From an optimization exercise on the open Yosys and OpenROAD flow, aimed at small area; shortcuts taken in it are not production practice. No functional check of the RTL was part of this run. No activity file was given, so power comes from the tool's default toggle rates.

`flow/config.mk`:
```
export PLATFORM = sky130hd
export DESIGN_NAME = ddr3_cmd_engine
export DESIGN_NICKNAME = ddr3_cmd_engine
export VERILOG_FILES = /design/flow/design.v
export SDC_FILE = /design/flow/constraint.sdc
export NUM_CORES = 4
export LEC_CHECK = 0
export CAP_MARGIN = 40
export CORE_MARGIN = 2
export CORE_UTILIZATION = 40
export SLEW_MARGIN = 30
```
`flow/constraint.sdc`:
```
create_clock -name core_clock -period 10.0 [get_ports {i_ck}]
set_input_delay 2.0000 -clock core_clock [delete_from_list [all_inputs] [get_ports {i_ck}]]
set_output_delay 2.0000 -clock core_clock [all_outputs]
set_load 0.01 [all_outputs]
```
`flow/design.v`:
```
module ddr3_cmd_engine #(
  parameter int BA_W    = 3,
  parameter int ROW_W   = 13,
  parameter int COL_W   = 10,
  parameter int MAX_LAT = 24,
  parameter int DEF_CL  = 5,
  parameter int DEF_CWL = 5,
  parameter int DEF_AL  = 0,
  parameter int T_RCD   = 5,
  parameter int T_RP    = 5,
  parameter int T_RAS   = 15
) (
  input  logic                         i_ck,
  input  logic                         i_reset_n,
  input  logic                         i_cke,
  input  logic                         i_cs_n,
  input  logic                         i_ras_n,
  input  logic                         i_cas_n,
  input  logic                         i_we_n,
  input  logic [BA_W-1:0]              i_ba,
  input  logic [15:0]                  i_a,
  output logic                         o_rd_beat,
  output logic [BA_W+ROW_W+COL_W-1:0]  o_rd_addr,
  output logic                         o_rd_last,
  output logic                         o_wr_beat,
  output logic [BA_W+ROW_W+COL_W-1:0]  o_wr_addr,
  output logic                         o_wr_last,
  output logic [4:0]                   o_cl,
  output logic [4:0]                   o_cwl,
  output logic [4:0]                   o_al,
  output logic                         o_err_cmd,
  output logic                         o_err_ovl,
  output logic                         o_err_mrs,
  output logic                         o_err_timing
);
  localparam int NBANK = 2**BA_W;
  localparam int AW = BA_W + ROW_W + COL_W;
  localparam int LW = $clog2(MAX_LAT);
  logic [NBANK-1:0] r_open;
  logic [ROW_W-1:0] r_row [NBANK];
  logic [4:0] r_cl, r_cwl, r_al;
  logic [1:0] r_alm, r_bl;
  logic r_err_cmd, r_err_ovl, r_err_mrs;
  logic [MAX_LAT-1:0][AW+1:0] r_pipe [2];
  logic [1:0] r_cnt [2];
  logic [1:0] r_beat, r_last;
  logic [AW-1:0] r_addr [2];
  logic [2:0] w_cmd;
  logic w_act, w_pre, w_ref, w_mrs, w_rw, w_open, w_len, w_mrs_bad;
  logic [1:0] w_go;
  logic [LW-1:0] w_slot [2];
  logic [NBANK-1:0] w_sel, w_close;
  logic [AW-1:0] w_addr;
  logic [4:0] w_cl_n, w_cwl_n, w_al_n;
  logic [1:0] w_alm_n, w_bl_n;
  logic w_unused;
  assign w_unused = ^i_a[15:13];
  always_comb begin
    w_cmd = i_cke && !i_cs_n ? {i_ras_n, i_cas_n, i_we_n} : 3'b111;
    w_act = w_cmd == 3'b011;
    w_pre = w_cmd == 3'b010;
    w_ref = w_cmd == 3'b001;
    w_mrs = w_cmd == 3'b000;
    w_rw = w_cmd[2:1] == 2'b10;
    w_open = r_open[i_ba];
    w_go = {w_cmd == 3'b100, w_cmd == 3'b101} & {2{w_open}};
    w_sel = NBANK'(1) << i_ba;
    w_close = w_pre ? (i_a[10] ? '1 : w_sel) : (|w_go && i_a[10] ? w_sel : '0);
    w_len = r_bl == 2'b00 || (r_bl == 2'b01 && i_a[12]);
    w_addr = {i_ba, r_row[i_ba], i_a[COL_W-1:0]};
    w_slot[0] = LW'(r_al + r_cl - 5'd1);
    w_slot[1] = LW'(r_al + r_cwl - 5'd1);
    w_cl_n = r_cl;
    w_cwl_n = r_cwl;
    w_alm_n = r_alm;
    w_bl_n = r_bl;
    w_mrs_bad = 1'b0;
    case (i_ba[1:0])
      2'd0: begin
        w_cl_n = 5'(i_a[6:4]) + 5'd4;
        w_bl_n = i_a[1:0];
        w_mrs_bad = i_a[2] || i_a[6:4] == 3'd0 || &i_a[1:0];
      end
      2'd1: begin
        w_alm_n = i_a[4:3];
        w_mrs_bad = &i_a[4:3];
      end
      2'd2: w_cwl_n = 5'(i_a[5:3]) + 5'd5;
      default: ;
    endcase
    w_al_n = w_alm_n == 2'd1 ? w_cl_n - 5'd1 : w_alm_n == 2'd2 ? w_cl_n - 5'd2 : i_ba[1:0] == 2'd1 ? 5'd0 : r_al;
    w_mrs_bad = w_mrs_bad || int'(w_al_n) + int'(w_cl_n) > MAX_LAT || int'(w_al_n) + int'(w_cwl_n) > MAX_LAT;
  end
  always_ff @(posedge i_ck) begin
    if (!i_reset_n) begin
      r_open <= '0;
      r_cl <= 5'(DEF_CL);
      r_cwl <= 5'(DEF_CWL);
      r_al <= 5'(DEF_AL);
      r_alm <= 2'd0;
      r_bl <= 2'd0;
      r_err_cmd <= 1'b0;
      r_err_mrs <= 1'b0;
    end else begin
      r_open <= (r_open & ~w_close) | (w_act ? w_sel : '0);
      if (w_act) r_row[i_ba] <= i_a[ROW_W-1:0];
      if ((w_act && w_open) || (w_rw && !w_open) || (w_ref && |r_open)) r_err_cmd <= 1'b1;
      if (w_mrs && w_mrs_bad) r_err_mrs <= 1'b1;
      if (w_mrs && !w_mrs_bad) begin
        r_cl <= w_cl_n;
        r_cwl <= w_cwl_n;
        r_al <= w_al_n;
        r_alm <= w_alm_n;
        r_bl <= w_bl_n;
      end
    end
  end
  always_ff @(posedge i_ck) begin
    if (!i_reset_n) begin
      r_beat <= '0;
      r_last <= '0;
      r_err_ovl <= 1'b0;
      for (int d = 0; d < 2; d++) begin
        r_pipe[d] <= '0;
        r_cnt[d] <= '0;
        r_addr[d] <= '0;
      end
    end else begin
      for (int d = 0; d < 2; d++) begin
        r_pipe[d] <= r_pipe[d] >> (AW + 2);
        if (w_go[d]) r_pipe[d][w_slot[d]] <= {1'b1, w_len, w_addr};
        if (r_pipe[d][0][AW+1]) begin
          r_beat[d] <= 1'b1;
          r_last[d] <= 1'b0;
          r_addr[d] <= r_pipe[d][0][AW-1:0];
          r_cnt[d] <= r_pipe[d][0][AW] ? 2'd3 : 2'd1;
          if (r_cnt[d] != 2'd0) r_err_ovl <= 1'b1;
        end else if (r_cnt[d] != 2'd0) begin
          r_last[d] <= r_cnt[d] == 2'd1;
          r_addr[d][2:0] <= r_addr[d][2:0] + 3'd2;
          r_cnt[d] <= r_cnt[d] - 2'd1;
        end else begin
          r_beat[d] <= 1'b0;
          r_last[d] <= 1'b0;
        end
      end
    end
  end
  logic [7:0] r_rcd [NBANK];
  logic [7:0] r_rp [NBANK];
  logic [7:0] r_ras [NBANK];
  logic r_err_timing;
  logic w_viol;
  always_comb begin
    w_viol = (w_act && r_rp[i_ba] != 8'd0) || (|w_go && r_rcd[i_ba] != 8'd0);
    for (int b = 0; b < NBANK; b++)
      w_viol = w_viol || (w_pre && w_close[b] && r_open[b] && r_ras[b] != 8'd0);
  end
  always_ff @(posedge i_ck) begin
    if (!i_reset_n) begin
      r_err_timing <= 1'b0;
      for (int b = 0; b < NBANK; b++) begin
        r_rcd[b] <= '0;
        r_rp[b] <= '0;
        r_ras[b] <= '0;
      end
    end else begin
      if (w_viol) r_err_timing <= 1'b1;
      for (int b = 0; b < NBANK; b++) begin
        r_rcd[b] <= w_act && w_sel[b] ? 8'(T_RCD - 1) : r_rcd[b] - 8'(r_rcd[b] != 8'd0);
        r_ras[b] <= w_act && w_sel[b] ? 8'(T_RAS - 1) : r_ras[b] - 8'(r_ras[b] != 8'd0);
        r_rp[b] <= w_close[b] && r_open[b] ? 8'(T_RP - 1) : r_rp[b] - 8'(r_rp[b] != 8'd0);
      end
    end
  end
  assign o_err_timing = r_err_timing;
  assign o_rd_beat = r_beat[0];
  assign o_rd_last = r_last[0];
  assign o_rd_addr = r_addr[0];
  assign o_wr_beat = r_beat[1];
  assign o_wr_last = r_last[1];
  assign o_wr_addr = r_addr[1];
  assign o_cl = r_cl;
  assign o_cwl = r_cwl;
  assign o_al = r_al;
  assign o_err_cmd = r_err_cmd;
  assign o_err_ovl = r_err_ovl;
  assign o_err_mrs = r_err_mrs;
endmodule
```
`flow/run.sh`:
```
#!/bin/bash
# synth_recipe.tcl (not shown) runs the flow's synth.tcl, then flattens the netlist and writes it again
# the make line also repeats each setting of config.mk as NAME=value (left out here)
make -C /OpenROAD-flow-scripts/flow DESIGN_CONFIG=/design/flow/config.mk WORK_HOME=/design/flow/orfs CLKGATE_MAP_FILE= SYNTH_SCRIPT=/design/flow/synth_recipe.tcl finish
```
==> impl_metrics.csv <==
group,metric,value,unit
run_status,status,"timing/DRC/antenna clean",
grt,antenna_found_initial,24,
worst_setup_path,cpPeakStageDelay,960,ps
power,power_frac_comb,0.264,
power,p_sw,6.95,mW
worst_setup_path,cpMaxStageDelayCell,"o21ai_0",
power,max-vdd-ir-drop,208,uV
worst_setup_path,worst-path-max-fanout,24,
grt,grt_pass1_vias,64022,
cells_and_area,seq_area,35700,um^2
worst_setup_path,critical_path.top_delay_family,"adder cells",
synthesis,synth_commonest_cells,"dfxtp_1, nand2_1, nor2_1, o21ai_0, nand3_1",
synthesis,synth.most_common_cell,"dfxtp_1",
placed_design,gp_congestion,1.10,
sta,period_needed,8910,ps
grt,grtUsageMet2,0.546,
sta,finalSetupTns,0,ps
sta,worstMarginPinSlew,1170,ps
sta,rsz0062_at_grt,"no",
grt,grt_pass1_wl,488,mm
placed_design,hpwl,252,mm
worst_setup_path,worst_setup_path_start_kind,"flip-flop",
clock_network,hold_buffers,0,
synthesis,synthArstFlopShare,0,
clock_network,clkLatencyLatePin,880,ps
power,powerDensity,239,nW/um^2
synthesis,yosysTopAreaCellShare,0.456,
worst_setup_path,cp-end-kind,"flip-flop",
route,drt-pass1-iter-count,10,
clock_network,clock-root-buffer,"clkbuf_16",
cells_and_area,drive_gt1_frac,0.110,
route,initialDrtViolationCount,10790,
route,drc,0,
power,p_seq_frac,0.383,
clock_network,cts_max_path_buffers,3,
sta,post-route-period-util,0.891,
sta,holdWs,423,ps
clock_network,cts_tree,"yes",
synthesis,synth_edf_count,104,
route,vias,69171,
synthesis,synth_cell_types,116,
synthesis,avgSynthCellArea,9.02,um^2
clock_network,cts-resized-gates,0,
sta,drv_slew,0,
die,fp.dieH,427,um
sta,skew,65.5,ps
sta,maxSlewHeadroom,0.222,
worst_setup_path,crit_buf_inv,5,
worst_setup_path,cpMostUsedCell,"inv_1",
power,leakage,29.5,nW
grt,grt_overflow,0,
die,die_width,427,um
clock_network,cts.clk_slew.worst_paths,60,ps
route,ant_nets,0,
die,pin_count,101,
grt,top_usage_layer,"met2",
cells_and_area,multi_input_area,33800,um^2
grt,grt.total_usage,0.376,
die,row_count,155,
worst_setup_path,cp.required,10640,ps
sta,clock.fmax,112,MHz
clock_network,post_cts_buffers,0,
synthesis,syn_area,71500,um^2
power,sw_frac_of_total,0.350,
synthesis,synth_cells,7919,
run,drv_cap,0,
clock_network,numCtsBuffers,181,
power,power.internal,12.9,mW
synthesis,ys_seq_area_frac,0.499,
route,viasPerCell,6.54,
hold_path,hold_path_class,"reg2reg",
sta,setup_viol,0,
synthesis,ys.flop_type,"dfxtp_1",
route,wl,354,mm
synthesis,ys_ff_latch,1731,
clock_network,htreeDepth,4,
die,die_area,182000,um^2
worst_setup_path,path_class,"reg2reg",
synthesis,synth_nets,8051,
grt,global_route.usage.met3,0.117,
die,start_util,0.401,
cells_and_area,num-fill-cells,17122,
grt,grt_max_degree,173,
cells_and_area,fin_nets,8187,
clock_network,clock_sinks,1731,
synthesis,yosysTopAreaCell,"dfxtp_1",
synthesis,synth.area.top_cells,"dfxtp_1, nand2_1, nor2_1",
cells_and_area,syn_to_final_growth,16.2,%
grt,grt_use_met1,0.468,
placed_design,port_buffers,97,
worst_setup_path,path_cells,"inv_1 > ha_1 > inv_1 > ha_2 > fa_2 > inv_1 > fa_1 > inv_1 > ha_1 > inv_1 > fa_1 > xor2_1 > nor4b_2 > o21ai_1 > a21oi_1 > ha_1 > nand2_1 > o32a_1 > nand2_2 > and3_1 > a22oi_1 > o21ai_0",
die,core,178000,um^2
sta,final_hold_viol_count,0,
power,clock_power_share,0.353,
synthesis,synth_warnings,8,
route,routedWlPerCell,33.5,um
worst_setup_path,worstPathArrival,9540,ps
-- worst min-delay path, stage by stage (launching register included) --
cell and delay [ps]:
dfxtp_1 300, nand2_1 50, o22ai_1 50
-- placed cells by master (no fill, tap or decap), drive strengths merged, types with 57 or more instances in the layout --
cell type | netlist | layout
dfxtp | 1627 | 1627
a22oi | 324 | 324
ha | 96 | 96
a21oi | 296 | 296
clkdlybuf4s50 | 0 | 93
inv | 147 | 157
nor4 | 76 | 76
xnor2 | 117 | 117
clkbuf | 351 | 271
nor2 | 994 | 994
a32o | 160 | 160
nand3 | 353 | 353
nor3 | 185 | 185
a22o | 109 | 109
a31oi | 57 | 57
mux2i | 102 | 102
edfxtp | 104 | 104
buf | 128 | 335
o21ai | 516 | 516
nand2 | 1098 | 1098
o22ai | 299 | 299
-- registers in the layout, indices dropped and copies added, names as in the netlist, 4 cells and up --
name / count
r_pipe: 1344
r_ras: 64
r_addr: 52
r_cnt: 4
r_rp: 64
r_cl: 5
r_open: 8
r_rcd: 64
r_row: 104
r_al: 5
r_cwl: 5
-- metrics by stage --
step | area, um^2 | utilization | cells | setup slack [ps] | power, mW
4_1_cts | 82800 | 0.465 | 10534 | 1580 | 19.6
3_5_place_dp | 76500 | 0.430 | 10204 | 1650 | 12.7
2_1_floorplan | 71500 | - | 7919 | 2860 | 10.6
6_report | 83100 | 0.467 | 10573 | 1090 | 19.9
3_3_place_gp | 75700 | 0.425 | 10143 | 1770 | 12.5
5_1_grt | 83000 | 0.466 | 10560 | 1030 | 20.4
-- metal layers --
| layer | part of all wire | vias to the layer above |
|---|---|---|
| li1 | - | 29036 |
| met5 | 0.00043 | - |
| met4 | 0.089 | 22 |
| met3 | 0.12 | 1444 |
| met2 | 0.41 | 5199 |
| met1 | 0.37 | 33470 |
-- power by group through the flow --
stage / clock [mW] / sequential, mW / combinational (mW)
CTS: 7.06 / 7.61 / 4.96
global route: 7.33 / 7.66 / 5.41
finish: 7.02 / 7.62 / 5.25
floorplan: 0 / 7.70 / 2.89
detailed placement: 0 / 7.76 / 4.93
global placement: 0 / 7.74 / 4.77
-- final timing paths --
check | start | to | slack (ps) | depth (start not counted)
worst min-delay path | r_pipe[1][647] | r_pipe[1][619] | 420 | 2
worst min register to register | r_pipe[1][647] | r_pipe[1][619] | 420 | 2
worst max register to register | r_al[1] | r_pipe[1][341] | 1090 | 22
worst max-delay path | r_al[1] | r_pipe[1][341] | 1090 | 22
-- cell type report --
class | instances | area share
timing repair buffer | 432 | 0.0461
inverter | 150 | 0.00687
sequential | 1731 | 0.430
clock buffer | 267 | 0.0660
multi-input combinational | 5559 | 0.406
antenna | 16 | 0.000482
tap | 2355 | 0.0355
clock inverter | 63 | 0.00905
-- cells by family after synthesis --
family	after synthesis	synth area share
XOR/XNOR	180	0.0241
AO/OA/AOI/OAI	2180	0.215
adder cells (fa/ha/maj)	106	0.0196
buffers and inverters	629	0.0354
AND/OR/NAND/NOR	2944	0.180
multiplexers	149	0.0271
flip-flops	1731	0.499

afterwards: timing with drivers on the ports:
In the flow no input, the clock included, has a driving cell. The finished layout below was timed again as built, in two steps. Step 1: set_driving_cell puts a clkbuf_16 on i_ck and a buf_2 on each other input, an assumption about the parent block. Step 2 also shifts input and output timing later by t, the mid clock arrival at the registers, as if the neighbouring blocks saw the same clock. Slacks: ideal / step 1 / step 2; pairs: ideal / step 1.
t (ns): 0.953
setup slack, ns: 1.095 / 1.095 / 1.095
worst hold slack (ns): 0.423 / 0.423 / 0.423
cell pins on the clock port's net: 1
After both steps this run still meets setup and hold. The setup slack of this run moves by 0.000 ns with the drivers and by 0.000 ns with both steps.
